This design comes from an exercise in tuning for small area and a short achievable clock period on the open sky130 flow, not from production work.
At most, simulation tests tie the RTL to the original design; equivalence was not proved.
No functional check of the RTL was part of run 4.
No driver is modelled on the clock port, so clocking that relies on it looks cheaper here than on a real chip.
Power and IR drop assume default switching activity.

==> design.v <==
module fs_wbit (
  input  logic q,
  input  logic we,
  input  logic nwe,
  input  logic wd,
  output logic d
);
  assign d = (q & nwe) | (wd & we);
endmodule
module fs_rpair (
  input  logic sn0,
  input  logic d0,
  input  logic sn1,
  input  logic d1,
  output logic y
);
  assign y = !((sn0 | d0) & (sn1 | d1));
endmodule
module fs_nor2 (
  input  logic a,
  input  logic b,
  output logic y
);
  assign y = !(a | b);
endmodule
module fs_nand2 (
  input  logic a,
  input  logic b,
  output logic y
);
  assign y = !(a & b);
endmodule
module fs_nand4 (
  input  logic [3:0] a,
  output logic       y
);
  assign y = !(&a);
endmodule
module fs_rbit (
  input  logic [255:0] sn,
  input  logic [255:0] d,
  output logic         q
);
  logic [127:0] y1;
  logic [63:0]  y2;
  logic [15:0]  y3;
  logic [7:0]   y4;
  logic [1:0]   y5;
  for (genvar i = 0; i < 128; i++) begin : g_l1
    fs_rpair u (.sn0(sn[2*i]), .d0(d[2*i]), .sn1(sn[2*i+1]), .d1(d[2*i+1]), .y(y1[i]));
  end
  for (genvar i = 0; i < 64; i++) begin : g_l2
    fs_nor2 u (.a(y1[2*i]), .b(y1[2*i+1]), .y(y2[i]));
  end
  for (genvar i = 0; i < 16; i++) begin : g_l3
    fs_nand4 u (.a(y2[4*i+3:4*i]), .y(y3[i]));
  end
  for (genvar i = 0; i < 8; i++) begin : g_l4
    fs_nor2 u (.a(y3[2*i]), .b(y3[2*i+1]), .y(y4[i]));
  end
  for (genvar i = 0; i < 2; i++) begin : g_l5
    fs_nand4 u (.a(y4[4*i+3:4*i]), .y(y5[i]));
  end
  fs_nor2 u_l6 (.a(y5[0]), .b(y5[1]), .y(q));
endmodule
module fs_dec4 (
  input  logic [3:0]  a,
  output logic [15:0] y
);
  for (genvar k = 0; k < 16; k++) begin : g_k
    assign y[k] = (a == 4'(k));
  end
endmodule
module fs_dec4e (
  input  logic [3:0]  a,
  input  logic        en,
  output logic [15:0] y,
  output logic [15:0] yn
);
  for (genvar k = 0; k < 16; k++) begin : g_k
    assign y[k]  = en & (a == 4'(k));
    assign yn[k] = !(en & (a == 4'(k)));
  end
endmodule
module fs_andn #(
  parameter int N = 2
) (
  input  logic [N-1:0] a,
  output logic         y
);
  assign y = &a;
endmodule
module fs_mux2 (
  input  logic s,
  input  logic a0,
  input  logic a1,
  output logic y
);
  assign y = s ? a1 : a0;
endmodule
module fs_pcbit (
  input  logic s_inc_n,
  input  logic vh0,
  input  logic vh1,
  input  logic x,
  input  logic y,
  input  logic a,
  output logic q
);
  assign q = a ^ ((!s_inc_n & x) | (vh0 & y) | (vh1 & y));
endmodule
module fs_vhnext (
  input  logic ld,
  input  logic keep,
  input  logic n0,
  input  logic n1,
  input  logic s,
  output logic d
);
  assign d = (ld & (n0 | n1)) | (keep & s);
endmodule
module fetch_stage #(
  parameter int PC_W = 8,
  parameter int INSTR_W = 16,
  parameter logic [INSTR_W-1:0] HALT_INSTR = 16'hFFFF
) (
  input  logic               clk,
  input  logic               rst,
  input  logic [PC_W-1:0]    pc_cur,
  output logic [PC_W-1:0]    pc_next,
  input  logic               redirect_valid,
  input  logic [PC_W-1:0]    redirect_target,
  output logic               id_valid,
  input  logic               id_ready,
  output logic [INSTR_W-1:0] id_instr,
  output logic [PC_W-1:0]    id_pc,
  input  logic               imem_we,
  input  logic [PC_W-1:0]    imem_waddr,
  input  logic [INSTR_W-1:0] imem_wdata,
  output logic               halted
);
  localparam int DEPTH = 1 << PC_W;
  logic [15:0]        wlo, whi, wlo_n, whi_n;
  logic [15:0]        rlo, rhi;
  logic [DEPTH-1:0]   wsel, wsel_n;
  logic [DEPTH-1:0]   rsel_n;
  logic [INSTR_W-1:0] mem   [DEPTH];
  logic [INSTR_W-1:0] mem_d [DEPTH];
  logic [DEPTH-1:0]   col   [INSTR_W];
  logic [INSTR_W-1:0] rdata;
  fs_dec4e u_wdec_lo (.a(imem_waddr[3:0]), .en(1'b1), .y(wlo), .yn(wlo_n));
  fs_dec4e u_wdec_hi (.a(imem_waddr[7:4]), .en(imem_we), .y(whi), .yn(whi_n));
  fs_dec4 u_rdec_lo (.a(pc_cur[3:0]), .y(rlo));
  fs_dec4 u_rdec_hi (.a(pc_cur[7:4]), .y(rhi));
  for (genvar r = 0; r < DEPTH; r++) begin : g_row
    fs_nor2  u_wsel   (.a(whi_n[r/16]), .b(wlo_n[r%16]), .y(wsel[r]));
    fs_nand2 u_wsel_n (.a(whi[r/16]), .b(wlo[r%16]), .y(wsel_n[r]));
    fs_nand2 u_rsel (.a(rhi[r/16]), .b(rlo[r%16]), .y(rsel_n[r]));
    always_ff @(posedge clk)
      mem[r] <= mem_d[r];
    for (genvar c = 0; c < INSTR_W; c++) begin : g_col
      assign col[c][r] = mem[r][c];
      fs_wbit u_wbit (
        .q(mem[r][c]), .we(wsel[r]), .nwe(wsel_n[r]), .wd(imem_wdata[c]),
        .d(mem_d[r][c])
      );
    end
  end
  for (genvar c = 0; c < INSTR_W; c++) begin : g_rbit
    fs_rbit u_rbit (.sn(rsel_n), .d(col[c]), .q(rdata[c]));
  end
  logic s_inc_n, vh0, vh1;
  logic slot_halt;
  logic halt_hit;
  logic advance;
  logic [3:0] rd_nib_n;
  logic ld, keep;
  logic vh0_d, vh1_d;
  assign slot_halt = id_valid & !vh0 & !vh1;
  assign halt_hit  = slot_halt & id_ready;
  assign advance   = !halted & (!id_valid | id_ready);
  for (genvar k = 0; k < 4; k++) begin : g_hnib
    fs_nand4 u (.a(rdata[4*k+3:4*k]), .y(rd_nib_n[k]));
  end
  for (genvar i = 0; i < PC_W; i++) begin : g_pc
    logic a, x, y;
    fs_mux2 u_a (.s(redirect_valid), .a0(pc_cur[i]), .a1(redirect_target[i]), .y(a));
    if (i == 0) begin : g_b0
      assign x = !redirect_valid;
      fs_andn #(.N(2)) u_y (.a({!redirect_valid, id_ready}), .y(y));
    end else begin : g_bn
      fs_andn #(.N(i + 1)) u_x (.a({!redirect_valid, pc_cur[i-1:0]}), .y(x));
      fs_andn #(.N(i + 2)) u_y (.a({!redirect_valid, id_ready, pc_cur[i-1:0]}), .y(y));
    end
    fs_pcbit u_pcbit (
      .s_inc_n(s_inc_n), .vh0(vh0), .vh1(vh1), .x(x), .y(y), .a(a), .q(pc_next[i])
    );
  end
  assign ld   = !redirect_valid & !halt_hit & advance;
  assign keep = !redirect_valid & !halt_hit & !advance;
  fs_vhnext u_vh0_d (.ld(ld), .keep(keep), .n0(rd_nib_n[0]), .n1(rd_nib_n[1]), .s(vh0), .d(vh0_d));
  fs_vhnext u_vh1_d (.ld(ld), .keep(keep), .n0(rd_nib_n[2]), .n1(rd_nib_n[3]), .s(vh1), .d(vh1_d));
  always_ff @(posedge clk or negedge rst) begin
    if (!rst) begin
      halted   <= 1'b0;
      id_valid <= 1'b0;
      s_inc_n  <= 1'b0;
      vh0      <= 1'b0;
      vh1      <= 1'b0;
    end else begin
      vh0 <= vh0_d;
      vh1 <= vh1_d;
      if (redirect_valid) begin
        halted   <= 1'b0;
        id_valid <= 1'b0;
        s_inc_n  <= 1'b0;
      end else if (halt_hit) begin
        halted   <= 1'b1;
        id_valid <= 1'b0;
        s_inc_n  <= 1'b1;
      end else if (advance) begin
        id_valid <= 1'b1;
        s_inc_n  <= 1'b1;
      end
    end
  end
  always_ff @(posedge clk) begin
    if (!id_valid | id_ready) begin
      id_instr <= rdata;
      id_pc    <= pc_cur;
    end
  end
endmodule
==> run.sh <==
#!/bin/bash
# synth_recipe.tcl (not shown) runs the flow's synth.tcl, then flattens the netlist and writes it again
# the make line also repeats each setting of config.mk as NAME=value (left out here)
make -C /OpenROAD-flow-scripts/flow DESIGN_CONFIG=/design/flow/config.mk WORK_HOME=/design/flow/orfs CLKGATE_MAP_FILE= SYNTH_SCRIPT=/design/flow/synth_recipe.tcl finish
==> config.mk <==
export PLATFORM = sky130hd
export DESIGN_NAME = fetch_stage
export DESIGN_NICKNAME = fetch_stage
export VERILOG_FILES = /design/flow/design.v
export SDC_FILE = /design/flow/constraint.sdc
export NUM_CORES = 4
export LEC_CHECK = 0
export CAP_MARGIN = 20
export CORE_MARGIN = 2
export CORE_UTILIZATION = 65
export CTS_CLUSTER_DIAMETER = 80
export CTS_CLUSTER_SIZE = 28
export PLACE_DENSITY = 0.75
export SETUP_SLACK_MARGIN = 2.2
export SLEW_MARGIN = 20
export SYNTH_HIERARCHICAL = 1
export TNS_END_PERCENT = 5
==> constraint.sdc <==
create_clock -name core_clock -period 5.0 [get_ports {clk}]
set_input_delay 1.0000 -clock core_clock [delete_from_list [all_inputs] [get_ports {clk}]]
set_output_delay 1.0000 -clock core_clock [all_outputs]
set_load 0.01 [all_outputs]
==> notes.md, run 1 <==
Avg WL per Cell=34.0 microns; GP Congestion=1.09; setup TNS=0 ps; Post-Synth Adder-Cell Area=0%; XOR/XNOR Fraction of Synth Area=0.0492%; Power Total=55200 uW; Crit path required time=5770 ps; FF-to-FF Start=mem[4][3]$_DFF_P_; non-filler instance count after layout=16850; crit path max-delay cell type=nand4_1; Crit path top cell by count=buf_12; IO buf count=78; CP peak stage delay=370 ps; peak fanout along the critical path=16; H-tree levels=4; Worst R2R Path Depth=10; crit path capture=vh1$_DFF_PN0_; via/cell ratio=7.78; Die W=472 microns; R2R Setup Slk=2280 ps; status=no timing/DRC/antenna violations; post-synthesis cell type count=39; critical path depth=17; Seq/Total Area, Yosys=58.2%; RR Endpoint=vh0$_DFF_PN0_; hold_buf cts=0; vias in the first global route=120944; core area=217000 sq um; origin of the worst setup path=pc_cur[0]; placement row count=171; Starting Density=65.5%; I/O pin count=79; combinational family with the most area after synthesis=compound AO/OA/AOI/OAI gates; Peak Freq=284 MHz; DP Area=153000 sq um; WP data arrival=4290 ps; Die Ht=472 microns; CTS Buf Count=169; Slew Limit Fails=0; Tcrit/Tclk final=70.4%; Die Area=223000 sq um; synthesized flop and latch total=4125; Synth Area in Compound Gates=34.3%; worst-case vdd ir drop=0.356 mV; Hold WC Path Type=input pin to asynchronous set/reset pin; Worst Max-Slew Pin Slew=1180 ps; Synth Flop Type=dfxtp_1; TritonRoute pass-1 iters=10; DR vias=131037; Setup violations, final=0; DR DRC count=0; mux contribution to synthesized area=0.0844%; Slew Limit Headroom=20.9%; clk slew on worst S/H paths=110 ps; CTS tree=done; crit start category=input pin; Placed Cells=16345; unrepaired setup endpoints after global routing=yes; clock sinks=4125; Critical Path End Type=flop; # nets final=13947; initial antenna violation count=49; EDFF count, synth=24; Initial DRC Count=21131; Final Critical Period=3520 ps; share of layout cells above drive strength 1=12.7%; Yosys warnings=12; Post-Synth Simple-Gate Area=7.23%; post-DP HPWL=363 mm; first-pass GRT wire length=821 mm; Synth async-reset ratio=0.121%; CP Class=input pin to flop; Leak=0.0643 uW; Total Routed Length=572 mm; CP top delay family=simple AND/OR/NAND/NOR gates; worst-path cell chain=buf_12 -> buf_12 -> buf_12 -> and4bb_4 -> buf_12 -> nand2_1 -> buf_6 -> o22ai_1 -> nor2_2 -> nand4_1 -> nor2_4 -> nand4_1 -> buf_4 -> nor2_4 -> nand4_1 -> o21ai_1 -> nand2_1; Mapped Cells=12728; latest clock arrival within the worst-skew pair=910 ps; largest net degree at the start of global routing=97; Layout area overhead=14.9%; Routed Antenna Nets=0; Design Area, Final=164000 sq um; grt ovf=0; Avg Inst Size Synth=11.2 sq um; Clock Path Buffers=3; Max Cap Violations=0; Clock Skew=38.0 ps; Synth Cell Area=142000 sq um; Power Density=338 nW/um^2; total track usage=48.8%; final hold vios=0; buffers and inverters on the worst path=6; cell at the root of the clock tree=clkbuf_16
-- sequential cells by signal, summed over array words and instances (netlist names) --
signal / cells
id_instr: 16
halted: 1
vh1: 1
s_inc_n: 1
vh0: 1
mem: 4096
id_valid: 1
id_pc: 8
-- final cells by class --
cell class	count	area, sq um
timing repair inverter	2	15.0
clock inverter	28	282
multi-input combinational	8593	62300
fill	14795	53900
antenna	49	123
inverter	10	41.3
tap	2854	3570
sequential	4125	82800
clock buffer	188	4430
timing repair buffer	1001	9890
-- per-layer routing --
metal / global-route usage [%] / share of wire (%) / up-vias
met5: 0.151 / 0.097 / -
met4: 35.9 / 9.1 / 50
met3: 15.8 / 15 / 2477
met2: 68.3 / 40 / 10429
met1: 63.0 / 36 / 63874
li1: - / - / 54207
-- cells in the final DEF, fill, tap and decap left out, types with 9 or more instances in the layout --
master and count:
buf_2 11, clkbuf_1 12, diode_2 49, and4bb_4 15, dfxtp_1 4096, nand2_2 120
nor2_1 1223, inv_6 11, buf_4 686, clkdlybuf4s50_1 40, nand4_1 301, edfxtp_1 24
nor2_4 82, o21ai_2 10, buf_12 111, buf_6 99, clkbuf_16 178, nor2_2 153
o22ai_1 1955, inv_1 9, buf_8 35, nand2_4 53, o22ai_2 81, nand2_1 355
o22ai_4 12, a22o_1 4096, nand2_8 21
-- stage by stage --
stage               worst slack [ps]  hold slack [ps]  utilization [%]
finish                          1480              480             75.2
global route                    1580              464             75.2
CTS                             1630              465             74.3
detailed placement              -556              470             70.3
global placement                -519              466             70.3
floorplan                       2050              456                -
-- kinds of logic after synthesis --
group | count (synthesis)
mux | 8
simple gates | 2396
flops | 4125
xor+xnor | 8
compound gates | 6168
other cells | 1
buf+inv | 22
-- power by group --
group / total [uW] / internal, uW / switching, uW
registers: 34600 / 33900 / 682
clock network: 16800 / 6480 / 10300
logic: 3840 / 1490 / 2350
total: 55200 / 41800 / 13400
-- what timing repair did --
action	CTS	global route
endpoints found under the setup margin	3746	3624
endpoints found under the hold margin	0	0
gates cloned	21	4
pin swaps	146	184
buffers inserted	133	81
gates resized for setup	708	274
-- worst min-delay path by stage --
stage / start / to / slack (ps) / depth (start not counted)
after floorplan: mem[0][0]$_DFF_P_ / mem[0][0]$_DFF_P_ / 460 / 1
after global placement: mem[218][12]$_DFF_P_ / mem[218][12]$_DFF_P_ / 470 / 1
after detailed placement: mem[196][10]$_DFF_P_ / mem[196][10]$_DFF_P_ / 470 / 1
after CTS: rst / vh0$_DFF_PN0_ / 460 / 1
after global routing: rst / vh0$_DFF_PN0_ / 460 / 1
final: rst / vh0$_DFF_PN0_ / 480 / 1
-- Yosys cell counts, types with 10 or more instances --
cell type  count  share of area [%]
o21ai_1       18              0.063
and4bb_1      10              0.088
o22ai_1     2048                9.0
dfxtp_1     4096                 58
nand4_1      301                1.3
nor2_1      1458                3.8
inv_1         10              0.026
nand2_1      547                1.4
edfxtp_1      24               0.51
a22o_1      4096                 25
nand3_1       15              0.053
-- per-module statistics from Yosys (local to each module, per instance), a selection --
module | cells inside | flip-flops and latches | cell area (sq um) | copies in the design
fs_nor2 | 1 | 0 | 3.75 | 1424
fs_mux2 | 1 | 0 | 15.0 | 8
fs_nand2 | 1 | 0 | 3.75 | 512
fs_vhnext | 3 | 0 | 12.5 | 2
fs_rpair | 1 | 0 | 6.26 | 2048
fetch_stage | 4140 | 4125 | 82900 | 1
fs_nand4 | 1 | 0 | 6.26 | 292
fs_dec4 | 20 | 0 | 277 | 2
fs_wbit | 1 | 0 | 8.76 | 4096
-- worst reg2reg max path: stages, from the launching register on --
cell	delay, ps
dfxtp_1	340
o22ai_1	130
nor2_2	220
nand4_1	390
nor2_4	350
buf_6	130
nand4_1	370
nor2_1	280
nand4_1	170
o21ai_1	190
nand2_1	60
==> run 2, diff against run 1 <==
==> flow/run.sh (new file) <==
#!/bin/bash
# Layout flow: the standard ORFS flow (standard.sh, unchanged synthesis,
# floorplan, power grid, placement, CTS and routing), with two changes:
#  - the port buffers that buffer_ports inserts on every input and output
#    are plain sky130_fd_sc_hd__buf_4 cells instead of its default pick;
#  - after CTS, post_cts.tcl runs one more setup repair pass.
# Each tool's full output goes to the ORFS logs under orfs/logs and to
# standard.log here.
set -euo pipefail
here=$(cd "$(dirname "$0")" && pwd)
export BUFFER_PORTS_ARGS="-buffer_cell sky130_fd_sc_hd__buf_4"
export POST_CTS_TCL="$here/post_cts.tcl"
bash standard.sh > standard.log 2>&1
==> flow/post_cts.tcl (new file) <==
# Extra setup repair after CTS (sourced by ORFS cts.tcl before it writes
# 4_1_cts.odb), then legalize the placement again.
repair_timing -setup -setup_margin 2.5 -repair_tns 10 -max_passes 100 -verbose
detailed_placement
check_placement -verbose
==> standard.sh (new file) <==
#!/bin/bash
# synth_recipe.tcl (not shown) runs the flow's synth.tcl, then flattens the netlist and writes it again
# the make line also repeats each setting of config.mk as NAME=value (left out here)
make -C /OpenROAD-flow-scripts/flow DESIGN_CONFIG=/design/flow/config.mk WORK_HOME=/design/flow/orfs CLKGATE_MAP_FILE= SYNTH_SCRIPT=/design/flow/synth_recipe.tcl "${@:-finish}"
removed: run.sh
==> run 2 against run 1 <==
Still clean on timing, DRC and antenna; sequential power hardly changed; synthesized cell count stayed put; core utilization is 0.21 points higher; largest power group unchanged; hold slack worse by 110 ps; critical endpoint unchanged; critical path type unchanged.
==> notes.md, run 2 <==
status=no timing/DRC/antenna violations; Avg Inst Size Synth=11.2 sq um; most frequent cells in the layout=a22o_1 (4096), dfxtp_1 (4096), o22ai_1 (1975); Leak=0.0648 uW; top cell type's share of synthesized area=57.6%; Max Cap Violations=0; share of layout cells above drive strength 1=12.6%; Slew Limit Headroom=19.5%; Clock Skew=37.3 ps; first-pass GRT wire length=835 mm; post-DP HPWL=358 mm; latest clock arrival within the worst-skew pair=890 ps; final hold vios=0; Synth Cell Area=142000 sq um; Final Critical Period=3490 ps; met1 usage=64.0%; post-synthesis cell type count=39; GRT busiest layer=met2; clock sinks=4125; Crit path required time=5780 ps; Routed Antenna Nets=0; Starting Density=65.5%; TritonRoute pass-1 iters=9; Seq/Total Area, Yosys=58.2%; Power Density=339 nW/um^2; top cells by area, synth=dfxtp_1 (58%), a22o_1 (25%), o22ai_1 (9.0%); # nets final=13933; # fillers=14629; core area=217000 sq um; vias in the first global route=122552; Critical Path End Type=flop; I/O pin count=79; grt ovf=0; biggest regs=mem (4096), id_instr (16), id_pc (8); Die Ht=472 microns; Synth Flop Type=dfxtp_1; largest net degree at the start of global routing=99; worst-case vdd ir drop=0.394 mV; placement row count=171; max FFs per register=4096; Avg WL per Cell=34.6 microns; IO buf count=78; unrepaired setup endpoints after global routing=yes; clk slew on worst S/H paths=110 ps; CP Class=input pin to flop; Yosys warnings=12; Setup violations, final=0; Synth async-reset ratio=0.121%; EDFF count, synth=24; DP Area=152000 sq um; DR vias=132754; R2R Setup Slk=2270 ps; Total Routed Length=584 mm; Layout area overhead=15.2%; top post-synthesis cells by count=a22o_1 (4096), dfxtp_1 (4096), o22ai_1 (2048); Tcrit/Tclk final=69.8%; post-place setup slack=-335 ps; Slew Limit Fails=0; Setup WS post-layout=1510 ps; WP data arrival=4270 ps; Die Area=223000 sq um; GP Congestion=1.05; via/cell ratio=7.87; met2 Use GR=68.5%; Initial DRC Count=21659; DR DRC count=0; Worst Max-Slew Pin Slew=1200 ps; Synth area leader=dfxtp_1; Hold WC Path Type=input pin to flop; synthesized flop and latch total=4125; Die W=472 microns; crit start category=input pin; Most flops, register=mem; Mapped Cells=12728; peak fanout along the critical path=10; Design Area, Final=164000 sq um; CTS tree=done; initial antenna violation count=47; met3 Use GR=16.0%; Peak Freq=287 MHz; total track usage=49.8%
==> run 2: logic make-up after synthesis <==
kind of cell	Yosys count	synth area share, %
xor gates and xnor gates	8	0.0492
muxes	8	0.0844
buffers and inverters	22	0.104
and+or+nand+nor	2396	7.23
DFF	4125	58.2
AOI/OAI and AO/OA	6168	34.3
other	1	0.00264
==> run 2: final timing paths <==
kind                       depth (start not counted)             endpoint                 from
min in group asynchronous                          2        vh1$_DFF_PN0_                  rst
max in group asynchronous                          2        vh1$_DFF_PN0_                  rst
hold / removal                                     1   id_pc[2]$_DFFE_PP_            pc_cur[2]
setup reg to reg                                  11        vh1$_DFF_PN0_  mem[90][12]$_DFF_P_
hold reg to reg                                    1  mem[77][12]$_DFF_P_  mem[77][12]$_DFF_P_
setup / recovery                                  18        vh1$_DFF_PN0_            pc_cur[0]
==> run 2: final cells by class <==
class | instances | area [sq um] | share of cell area, %
repair buffers | 987 | 10200 | 6.21
inverters | 10 | 41.3 | 0.0252
clock inverters | 29 | 294 | 0.179
flip-flops and latches | 4125 | 82800 | 50.5
diodes | 88 | 220 | 0.134
well taps | 2854 | 3570 | 2.18
repair inverters | 2 | 15.0 | 0.00916
clock buffers | 188 | 4450 | 2.71
multi-input cells | 8593 | 62300 | 38.0
==> run 2: worst max-delay path: stages <==
cell and delay (ps):
buf_16 120, buf_8 120, and4bb_4 220, buf_12 180, nand2_4 120, buf_6 130, buf_6 140, o22ai_2 80
nor2_2 200, nand4_1 580, nor2_4 440, buf_6 150, nand4_1 90, buf_4 180, nor2_4 90, nand4_1 90
o21ai_1 160, nand2_1 70
==> run 2: layer usage <==
layer / share of wire, % / up-vias
li1: - / 54289
met1: 35 / 64316
met2: 40 / 11409
met3: 15 / 2714
met4: 9.5 / 26
met5: 0.072 / -
==> run 2: power breakdown <==
group / switching, uW / total, uW / internal (uW)
registers: 724 / 34600 / 33900
clock network: 10400 / 17000 / 6560
logic: 2410 / 3980 / 1570
==> run 2: Yosys stat by module (local to each module, per instance), a selection <==
| module | cells | times used | area [sq um] | flops+latches |
|---|---|---|---|---|
| fs_mux2 | 1 | 8 | 15.0 | 0 |
| fs_vhnext | 3 | 2 | 12.5 | 0 |
| fs_nor2 | 1 | 1424 | 3.75 | 0 |
| fetch_stage | 4140 | 1 | 82900 | 4125 |
| fs_wbit | 1 | 4096 | 8.76 | 0 |
| fs_dec4 | 20 | 2 | 277 | 0 |
| fs_nand2 | 1 | 512 | 3.75 | 0 |
| fs_rpair | 1 | 2048 | 6.26 | 0 |
| fs_dec4e | 48 | 2 | 249 | 0 |
| fs_nand4 | 1 | 292 | 6.26 | 0 |
| fs_pcbit | 4 | 8 | 22.5 | 0 |
==> run 2: per-stage QoR <==
step / TNS, ps / cells / utilization (%) / total power [uW] / hold slack [ps]
after floorplan: 0 / 12735 / - / 36300 / 456
after global placement: -1340 / 16289 / 70.1 / 38500 / 466
after detailed placement: -691 / 16290 / 70.1 / 38600 / 470
after global routing: 0 / 16798 / 75.3 / 56500 / 354
final: 0 / 16876 / 75.4 / 55500 / 370
==> run 3, diff against run 2 <==
==> flow/run.sh (replaced) <==
#!/bin/bash
# Layout flow: the standard ORFS flow (standard.sh, unchanged synthesis,
# floorplan, power grid, placement, CTS and routing), with three changes:
#  - the port buffers that buffer_ports inserts on every input and output
#    are plain sky130_fd_sc_hd__buf_4 cells instead of its default pick;
#  - before global placement, pre_place.tcl gives the upper levels of the
#    memory read tree a stronger drive (same cell function, larger size);
#  - after CTS, post_cts.tcl runs one more setup repair pass.
# Each tool's full output goes to the ORFS logs under orfs/logs and to
# standard.log here.
set -euo pipefail
here=$(cd "$(dirname "$0")" && pwd)
export BUFFER_PORTS_ARGS="-buffer_cell sky130_fd_sc_hd__buf_4"
export PRE_GLOBAL_PLACE_TCL="$here/pre_place.tcl"
export POST_CTS_TCL="$here/post_cts.tcl"
bash standard.sh > standard.log 2>&1
==> flow/pre_place.tcl (new file) <==
# Upsize the gates that drive the long wires of the memory read tree
# (same function, larger drive). The tree's gates are found by the names of
# the nets they drive (submodule instance paths survive flattening in the
# net names): every nand4 of the tree and of the HALT check, and every nor2
# of the tree that is fed by nand4s (the upper levels).
set db [ord::get_db]
set block [ord::get_db_block]
proc out_net {inst} {
  foreach it [$inst getITerms] {
    if {[$it isOutputSignal]} { return [$it getNet] }
  }
  return ""
}
proc in_drivers {inst} {
  set res {}
  foreach it [$inst getITerms] {
    if {![$it isInputSignal]} { continue }
    set net [$it getNet]
    if {$net eq "NULL" || $net eq ""} { continue }
    foreach d [$net getITerms] {
      if {[$d isOutputSignal]} { lappend res [[[$d getInst] getMaster] getName] }
    }
  }
  return $res
}
set n4 0; set n2 0; set n2b 0
foreach inst [$block getInsts] {
  set m [[$inst getMaster] getName]
  if {$m ne "sky130_fd_sc_hd__nand4_1" && $m ne "sky130_fd_sc_hd__nor2_1"} { continue }
  set net [out_net $inst]
  if {$net eq ""} { continue }
  set nm [$net getName]
  if {[string first "u_rbit" $nm] < 0 && [string first "hnib" $nm] < 0 && [string first "rdata" $nm] < 0 && [string first "rd_nib" $nm] < 0} { continue }
  if {$m eq "sky130_fd_sc_hd__nand4_1"} {
    $inst swapMaster [$db findMaster sky130_fd_sc_hd__nand4_2]
    incr n4
  } else {
    set drv [in_drivers $inst]
    if {[lsearch -glob $drv "sky130_fd_sc_hd__nand4*"] < 0} { continue }
    if {[llength [$net getITerms]] > 2} {
      $inst swapMaster [$db findMaster sky130_fd_sc_hd__nor2_4]
      incr n2b
    } else {
      $inst swapMaster [$db findMaster sky130_fd_sc_hd__nor2_2]
      incr n2
    }
  }
}
puts "pre_place: nand4 -> _2: $n4, nor2 -> _2: $n2, nor2 -> _4: $n2b"
==> run 3 against run 2 <==
Still clean on timing, DRC and antenna; final cell count shrank 0.53%; count of clock-buffer cells in the layout down 3; power barely moved; core utilization is 0.69 points higher; maximum frequency up 8.4%; via count is 0.47% lower; die area is the same; largest power group unchanged.
==> notes.md, run 3 <==
I/O pin count=79; crit start category=flop; Layout area overhead=16.3%; clock sinks=4125; Clk pwr share=30.7%; latest clock arrival within the worst-skew pair=890 ps; Leak=0.0646 uW; grt ovf=0; EDFF count, synth=24; initial antenna violation count=33; GP Congestion=1.06; CP top delay family=flip-flops; DR DRC count=0; Die Area=223000 sq um; Mapped Cells=12728; Pint=42100 uW; status=no timing/DRC/antenna violations; IO buf count=78; setup TNS=0 ps; Setup WS post-layout=1780 ps; Slew Limit Headroom=19.5%; post-synthesis cell type count=39; DP Area=155000 sq um; met1 wire length=208 mm; Yosys warnings=12; total track usage=50.0%; vias in the first global route=121544; CP peak stage delay=510 ps; clk slew on worst S/H paths=110 ps; share of layout cells above drive strength 1=15.2%; Final Util=76.1%; DR vias=132133; Critical Path End Type=output pin; synthesized flop and latch total=4125; placement row count=171; Clock Skew=26.4 ps; Die Ht=472 microns; peak fanout along the critical path=5; worst-case vdd ir drop=0.361 mV; Max Cap Violations=0; top cell type's share of synthesized area=57.6%; Synth async-reset ratio=0.121%; post-place setup slack=-300 ps; post-DP HPWL=365 mm; Routed Antenna Nets=0; max layer used=met5; via/cell ratio=7.87; Synth area leader=dfxtp_1; top post-synthesis cells by count=a22o_1 (4096), dfxtp_1 (4096), o22ai_1 (2048); Crit path top cell by count=o21ai_1; Design Area, Final=165000 sq um; Starting Density=65.5%; Synth Cell Area=142000 sq um; WP data arrival=2220 ps; CP Class=flop to output pin; Net Sw Frac=24.4%; Slew Limit Fails=0; Tcrit/Tclk final=64.4%; Crit path required time=4000 ps; Avg Inst Size Synth=11.2 sq um; routed wl met2=233 mm; Hold WC Path Type=input pin to flop; first-pass GRT wire length=837 mm; Gate power share=7.1%; # nets final=13871; most frequent cells in the layout=a22o_1 (4096), dfxtp_1 (4096), o22ai_1 (1985); sw power=13500 uW; top cells by area, synth=dfxtp_1 (58%), a22o_1 (25%), o22ai_1 (9.0%); Peak Freq=311 MHz; Worst Max-Slew Pin Slew=1210 ps; Most flops, register=mem; final hold vios=0; max FFs per register=4096; unrepaired setup endpoints after global routing=yes; worst-path cell chain=buf_8 -> o21ai_1 -> o21ai_1 -> xor2_1 -> buf_4; # fillers=14569; core area=217000 sq um; biggest regs=mem (4096), id_instr (16), id_pc (8); CTS tree=done; Seq/Total Area, Yosys=58.2%; Sequential Power Share=62.2%; non-filler instance count after layout=16786; Initial DRC Count=21707; Placed Cells=16324; Die W=472 microns; Synth Flop Type=dfxtp_1; buffers and inverters on the worst path=2; crit path max-delay cell type=dfrtp_4; Final Critical Period=3220 ps; met3 wire length=89.9 mm; Avg WL per Cell=34.9 microns; Total Routed Length=586 mm; Setup violations, final=0; Power Density=336 nW/um^2; largest net degree at the start of global routing=94; TritonRoute pass-1 iters=9
==> run 3: cell types whose count changed in the layout (fill, tap and decap cells not counted), sizes merged, moves of 2 or more <==
| cell | before | now |
|---|---|---|
| bufinv | 2 | 5 |
| bufbuf | 3 | 1 |
| and4bb | 13 | 15 |
| inv | 24 | 22 |
| clkinvlp | 7 | 5 |
| and4b | 11 | 8 |
| clkbuf | 202 | 192 |
| diode | 88 | 63 |
| buf | 969 | 918 |
==> run 3: cell type report <==
type / instances / area [sq um] / share of cell area (%)
Sequential cell: 4125 / 82900 / 50.1
Clock inverter: 29 / 369 / 0.223
Timing Repair inverter: 2 / 12.5 / 0.00756
Tap cell: 2854 / 3570 / 2.16
Inverter: 10 / 41.3 / 0.0250
Timing Repair Buffer: 927 / 9070 / 5.48
Multi-Input combinational cell: 8591 / 64900 / 39.2
Antenna cell: 63 / 158 / 0.0953
Clock buffer: 185 / 4460 / 2.69
==> run 3: worst register-to-register path, stage by stage, from the launching register on <==
cell and delay, ps:
dfxtp_1 360, o22ai_1 140, nor2_1 320, nand4_2 290, nor2_4 360, nand4_4 270
nor2_4 220, nand4_4 140, o21ai_1 140, nand2_1 60
==> run 3: path summary, 6_finish.rpt <==
| check | start | endpoint | slack, ps | cells past startpoint |
|---|---|---|---|---|
| setup / recovery | vh1$_DFF_PN0_ | pc_next[4] | 1780 | 5 |
| hold / removal | redirect_valid | halted$_DFFE_PN0P_ | 370 | 2 |
| setup reg to reg | mem[34][2]$_DFF_P_ | vh0$_DFF_PN0_ | 2610 | 9 |
| hold reg to reg | mem[255][0]$_DFF_P_ | mem[255][0]$_DFF_P_ | 490 | 1 |
| max in group asynchronous | rst | vh1$_DFF_PN0_ | 4310 | 2 |
| min in group asynchronous | rst | s_inc_n$_DFFE_PN0P_ | 490 | 2 |
==> run 3: logic make-up (layout without fill, tap and decap cells) <==
kind of cell,Yosys count,after routing,synth area share [%]
muxes,8,8,0.0844
AOI/OAI and AO/OA,6168,6168,34.3
buffers and inverters,22,1153,0.104
DFF,4125,4125,58.2
xor gates and xnor gates,8,8,0.0492
other,1,71,0.00264
and+or+nand+nor,2396,2399,7.23
==> run 3: power by group through the flow <==
stage          Sequential, uW  Combinational, uW  Clock (uW)
2_1_floorplan           35000               1310           0
3_3_place_gp            35200               3280           0
3_5_place_dp            35300               3370           0
5_1_grt                 34700               3890       18000
6_report                34600               3930       17100
==> run 3: metal layers <==
metal	vias up	GRT usage (%)
li1	54065	-
met1	64247	64.4
met2	11210	67.7
met3	2591	17.3
met4	20	39.9
met5	-	1.36
==> run 3: per-stage QoR <==
stage	total power [uW]	hold WS, ps
2_1_floorplan	36300	456
3_3_place_gp	38500	466
3_5_place_dp	38600	470
5_1_grt	56600	347
6_report	55600	367
==> run 3: per-module statistics from Yosys (local to each module, per instance), a selection <==
| module | area [sq um] | copies in the design | flops+latches | cells inside |
|---|---|---|---|---|
| fetch_stage | 82900 | 1 | 4125 | 4140 |
| fs_mux2 | 15.0 | 8 | 0 | 1 |
| fs_dec4e | 249 | 2 | 0 | 48 |
| fs_rpair | 6.26 | 2048 | 0 | 1 |
| fs_dec4 | 277 | 2 | 0 | 20 |
| fs_nor2 | 3.75 | 1424 | 0 | 1 |
| fs_vhnext | 12.5 | 2 | 0 | 3 |
| fs_wbit | 8.76 | 4096 | 0 | 1 |
| fs_pcbit | 22.5 | 8 | 0 | 4 |
| fs_nand4 | 6.26 | 292 | 0 | 1 |
==> run 4, diff against run 3 <==
--- a/design.v
+++ b/design.v
@@ -100,24 +100,41 @@
 endmodule
 module fs_pcbit (
   input  logic s_inc_n,
-  input  logic vh0,
-  input  logic vh1,
-  input  logic x,
-  input  logic y,
+  input  logic s_rdy,
+  input  logic s_hold,
+  input  logic pn,
+  input  logic qn,
+  input  logic an,
+  output logic q
+);
+  assign q = !((!s_inc_n & pn) | (s_rdy & qn) | (s_hold & an));
+endmodule
+module fs_xnor2 (
   input  logic a,
-  output logic q
-);
-  assign q = a ^ ((!s_inc_n & x) | (vh0 & y) | (vh1 & y));
-endmodule
-module fs_vhnext (
+  input  logic b,
+  output logic y
+);
+  assign y = !(a ^ b);
+endmodule
+module fs_snext_rdy (
   input  logic ld,
   input  logic keep,
-  input  logic n0,
-  input  logic n1,
+  input  logic h0,
+  input  logic h1,
   input  logic s,
   output logic d
 );
-  assign d = (ld & (n0 | n1)) | (keep & s);
+  assign d = (ld & !(h0 & h1)) | (keep & s);
+endmodule
+module fs_snext_hold (
+  input  logic ld,
+  input  logic keep,
+  input  logic h0,
+  input  logic h1,
+  input  logic s,
+  output logic d
+);
+  assign d = (ld & h0 & h1) | (keep & s);
 endmodule
 module fetch_stage #(
   parameter int PC_W = 8,
@@ -169,21 +186,23 @@
   for (genvar c = 0; c < INSTR_W; c++) begin : g_rbit
     fs_rbit u_rbit (.sn(rsel_n), .d(col[c]), .q(rdata[c]));
   end
-  logic s_inc_n, vh0, vh1;
-  logic slot_halt;
+  logic s_inc_n, s_rdy, s_hold;
   logic halt_hit;
   logic advance;
   logic [3:0] rd_nib_n;
+  logic [1:0] rd_half;
   logic ld, keep;
-  logic vh0_d, vh1_d;
-  assign slot_halt = id_valid & !vh0 & !vh1;
-  assign halt_hit  = slot_halt & id_ready;
-  assign advance   = !halted & (!id_valid | id_ready);
+  logic s_rdy_d, s_hold_d;
+  assign halt_hit = s_hold & id_valid & id_ready;
+  assign advance  = !halted & (!id_valid | id_ready);
   for (genvar k = 0; k < 4; k++) begin : g_hnib
     fs_nand4 u (.a(rdata[4*k+3:4*k]), .y(rd_nib_n[k]));
   end
+  for (genvar k = 0; k < 2; k++) begin : g_hhalf
+    fs_nor2 u (.a(rd_nib_n[2*k]), .b(rd_nib_n[2*k+1]), .y(rd_half[k]));
+  end
   for (genvar i = 0; i < PC_W; i++) begin : g_pc
-    logic a, x, y;
+    logic a, x, y, pn, qn, an;
     fs_mux2 u_a (.s(redirect_valid), .a0(pc_cur[i]), .a1(redirect_target[i]), .y(a));
     if (i == 0) begin : g_b0
       assign x = !redirect_valid;
@@ -192,24 +211,30 @@
       fs_andn #(.N(i + 1)) u_x (.a({!redirect_valid, pc_cur[i-1:0]}), .y(x));
       fs_andn #(.N(i + 2)) u_y (.a({!redirect_valid, id_ready, pc_cur[i-1:0]}), .y(y));
     end
+    fs_xnor2 u_pn (.a(a), .b(x), .y(pn));
+    fs_xnor2 u_qn (.a(a), .b(y), .y(qn));
+    assign an = !a;
     fs_pcbit u_pcbit (
-      .s_inc_n(s_inc_n), .vh0(vh0), .vh1(vh1), .x(x), .y(y), .a(a), .q(pc_next[i])
+      .s_inc_n(s_inc_n), .s_rdy(s_rdy), .s_hold(s_hold),
+      .pn(pn), .qn(qn), .an(an), .q(pc_next[i])
     );
   end
   assign ld   = !redirect_valid & !halt_hit & advance;
   assign keep = !redirect_valid & !halt_hit & !advance;
-  fs_vhnext u_vh0_d (.ld(ld), .keep(keep), .n0(rd_nib_n[0]), .n1(rd_nib_n[1]), .s(vh0), .d(vh0_d));
-  fs_vhnext u_vh1_d (.ld(ld), .keep(keep), .n0(rd_nib_n[2]), .n1(rd_nib_n[3]), .s(vh1), .d(vh1_d));
+  fs_snext_rdy  u_rdy_d  (.ld(ld), .keep(keep), .h0(rd_half[0]), .h1(rd_half[1]),
+                          .s(s_rdy), .d(s_rdy_d));
+  fs_snext_hold u_hold_d (.ld(ld), .keep(keep | (!redirect_valid & halt_hit)), .h0(rd_half[0]), .h1(rd_half[1]),
+                          .s(s_hold), .d(s_hold_d));
   always_ff @(posedge clk or negedge rst) begin
     if (!rst) begin
       halted   <= 1'b0;
       id_valid <= 1'b0;
       s_inc_n  <= 1'b0;
-      vh0      <= 1'b0;
-      vh1      <= 1'b0;
+      s_rdy    <= 1'b0;
+      s_hold   <= 1'b0;
     end else begin
-      vh0 <= vh0_d;
-      vh1 <= vh1_d;
+      s_rdy  <= s_rdy_d;
+      s_hold <= s_hold_d;
       if (redirect_valid) begin
         halted   <= 1'b0;
         id_valid <= 1'b0;
--- a/flow/pre_place.tcl
+++ b/flow/pre_place.tcl
@@ -30,7 +30,7 @@
   set net [out_net $inst]
   if {$net eq ""} { continue }
   set nm [$net getName]
-  if {[string first "u_rbit" $nm] < 0 && [string first "hnib" $nm] < 0 && [string first "rdata" $nm] < 0 && [string first "rd_nib" $nm] < 0} { continue }
+  if {[string first "u_rbit" $nm] < 0 && [string first "hnib" $nm] < 0 && [string first "rdata" $nm] < 0 && [string first "rd_nib" $nm] < 0 && [string first "hhalf" $nm] < 0 && [string first "rd_half" $nm] < 0} { continue }
   if {$m eq "sky130_fd_sc_hd__nand4_1"} {
     $inst swapMaster [$db findMaster sky130_fd_sc_hd__nand4_2]
     incr n4
==> run 4 against run 3 <==
Still clean; final cell count increased by 0.23%; register-to-register slack got worse by 120 ps; flip-flop and latch count unchanged; worst setup slack got worse by 320 ps; largest power group unchanged.
==> notes.md, run 4 <==
Die Ht=472 microns; top cells by area, synth=dfxtp_1 (58%), a22o_1 (25%), o22ai_1 (9.0%); EDFF count, synth=24; Tcrit/Tclk final=70.7%; Mapped Cells=12735; Hold WC Path Type=input pin to flop; biggest regs=mem (4096), id_instr (16), id_pc (8); # fillers=14526; worst-case vdd ir drop=0.374 mV; Power Density=337 nW/um^2; Synth Flop Type=dfxtp_1; Post-Synth Adder-Cell Area=0%; post-synthesis cell type count=39; Die Area=223000 sq um; top post-synthesis cells by count=a22o_1 (4097), dfxtp_1 (4096), o22ai_1 (2048); Slew Limit Fails=0; Design Area, Final=166000 sq um; grt ovf=0; Die W=472 microns; clock sinks=4125; setup TNS=0 ps; vias in the first global route=121703; # nets final=13888; clk slew on worst S/H paths=100 ps; total track usage=50.0%; share of layout cells above drive strength 1=15.1%; Clk pwr share=30.9%; Layout area overhead=16.4%; Starting Density=65.5%; Synth area leader=dfxtp_1; Power Total=55900 uW; DR vias=132755; Pint=42300 uW; Worst Max-Slew Pin Slew=1240 ps; Synth Cell Area=142000 sq um; DP Area=155000 sq um; peak fanout along the critical path=12; Slew Limit Headroom=17.5%; DR DRC count=0; Clock Skew=28.7 ps; I/O pin count=79; Gate power share=7.2%; most common cell after layout, fill and taps aside=a22o_1; top cell type's share of synthesized area=57.6%; latest clock arrival within the worst-skew pair=890 ps; status=no timing/DRC/antenna violations; CTS tree=done; via/cell ratio=7.89; Max Cap Violations=0; combinational family with the most area after synthesis=compound AO/OA/AOI/OAI gates; Avg WL per Cell=34.7 microns; Sequential Power Share=61.9%; Peak Freq=283 MHz; CP Class=input pin to output pin; Avg Inst Size Synth=11.2 sq um; synthesized flop and latch total=4125; placement row count=171; Synth async-reset ratio=0.121%; WP data arrival=2540 ps; most frequent cell after synthesis=a22o_1; final hold vios=0; GP Congestion=1.06; Post-Synth Simple-Gate Area=7.21%; Leak=0.0645 uW; Yosys warnings=12; IO buf count=78; post-DP HPWL=361 mm; mux contribution to synthesized area=0.0844%; Crit path required time=4000 ps; first-pass GRT wire length=837 mm; Seq/Total Area, Yosys=58.2%; Net Sw Frac=24.3%; largest net degree at the start of global routing=96; core area=217000 sq um; Final Util=76.3%; Final Critical Period=3540 ps; TritonRoute pass-1 iters=9; Most flops, register=mem; Total Routed Length=585 mm; initial antenna violation count=39; max FFs per register=4096; most frequent cells in the layout=a22o_1 (4097), dfxtp_1 (4096), o22ai_1 (1958); unrepaired setup endpoints after global routing=yes; sw power=13600 uW; crit start category=input pin; Critical Path End Type=output pin; Routed Antenna Nets=0; Setup violations, final=0; Synth Area in Compound Gates=34.3%; XOR/XNOR Fraction of Synth Area=0.0984%; Initial DRC Count=21221
-- run 4: metal layers --
layer	global-route usage, %	share of wire (%)	vias to the layer above
met2	69.1	40	11641
met5	0.584	0.038	-
met1	63.5	35	64180
li1	-	-	54174
met4	38.8	9.6	10
met3	17.7	15	2750
-- run 4: per-stage QoR --
stage	setup slack, ps	hold slack, ps	cells
finish	1460	451	16825
global route	1520	436	16771
detailed placement	143	470	16305
global placement	189	466	16305
floorplan	1880	456	12742
-- run 4: cells by family after synthesis --
kind of cell    count (synthesis)
buf+inv                        30
compound gates               6159
flops                        4125
simple gates                 2396
xor+xnor                       16
mux                             8
other cells                     1
-- run 4: power by group through the flow --
stage          registers, uW  clock network, uW  logic [uW]
6_report               34600              17300        4050
5_1_grt                34700              18200        4020
3_5_place_dp           35300                  0        3470
3_3_place_gp           35200                  0        3380
2_1_floorplan          35000                  0        1320
-- run 4: cell type report --
class | instances | area (sq um) | share of cell area, %
Inverter | 18 | 71.3 | 0.0430
Sequential cell | 4125 | 82800 | 50.0
Timing Repair Buffer | 935 | 9360 | 5.64
Tap cell | 2854 | 3570 | 2.15
Clock inverter | 35 | 424 | 0.256
Antenna cell | 74 | 185 | 0.112
Clock buffer | 191 | 4540 | 2.74
Multi-Input combinational cell | 8593 | 64800 | 39.1
-- run 4: worst max-delay path, cell delays in order --
cell	delay (ps)
buf_16	120
clkinvlp_4	150
buf_4	220
nand4_1	130
nor2_1	170
xnor2_1	110
a222oi_1	410
buf_4	200
-- run 4: modules after synthesis, one instance, submodules excluded, a selection --
module         cells  area, sq um  copies in the design  flops+latches
fetch_stage     4148        83000                     1           4125
fs_dec4           20          277                     2              0
fs_dec4e          48          249                     2              0
fs_mux2            1         15.0                     8              0
fs_nand2           1         3.75                   512              0
fs_nand4           1         6.26                   292              0
fs_nor2            1         3.75                  1426              0
fs_pcbit           2         13.8                     8              0
fs_rpair           1         6.26                  2048              0
fs_snext_hold      1         10.0                     1              0
fs_snext_rdy       2         12.5                     1              0
fs_wbit            1         8.76                  4096              0
fs_xnor2           1         8.76                    16              0
-- run 4: final timing paths --
path / startpoint / end / slack [ps] / cells past startpoint
hold / removal: redirect_valid / halted$_DFFE_PN0N_ / 450 / 3
min in group asynchronous: rst / id_valid$_DFFE_PN0P_ / 550 / 2
setup / recovery: redirect_valid / pc_next[7] / 1460 / 8
setup reg to reg: mem[241][0]$_DFF_P_ / s_hold$_DFF_PN0_ / 2490 / 10
hold reg to reg: mem[116][1]$_DFF_P_ / mem[116][1]$_DFF_P_ / 490 / 1
max in group asynchronous: rst / s_rdy$_DFF_PN0_ / 4230 / 2

-- port drivers added, routing unchanged --
The results above use ideal ports. As a check the final layouts listed here were re-extracted and re-timed, cells and wires unchanged. Step 1 sets driving cells, clkbuf_16 on the clock port and buf_2 on the other inputs (assumed; they add their load-dependent delay and slew). Step 2, shift: input delay + t, output delay - t, t = (earliest + latest rising clock arrival at the registers) / 2. This alone moves slack from input paths to output paths. a / b / c = no drivers / after step 1 / after step 2; a / b = the first two.
run	t, ns	slack for setup (ns)	latest minus earliest clock arrival (ns)
run 1	0.988	1.478 / 1.349 / 0.362	0.041 / 0.041
run 2	0.978	1.511 / 1.350 / 0.373	0.043 / 0.043
run 3	0.983	1.780 / 1.675 / 0.722	0.040 / 0.039
run 4	0.980	1.464 / 1.266 / 0.554	0.034 / 0.035
After both steps setup and hold are still met in every run listed. The setup slack of run 2, which loses most, moves by -0.161 ns with the drivers and by -1.138 ns with both steps.
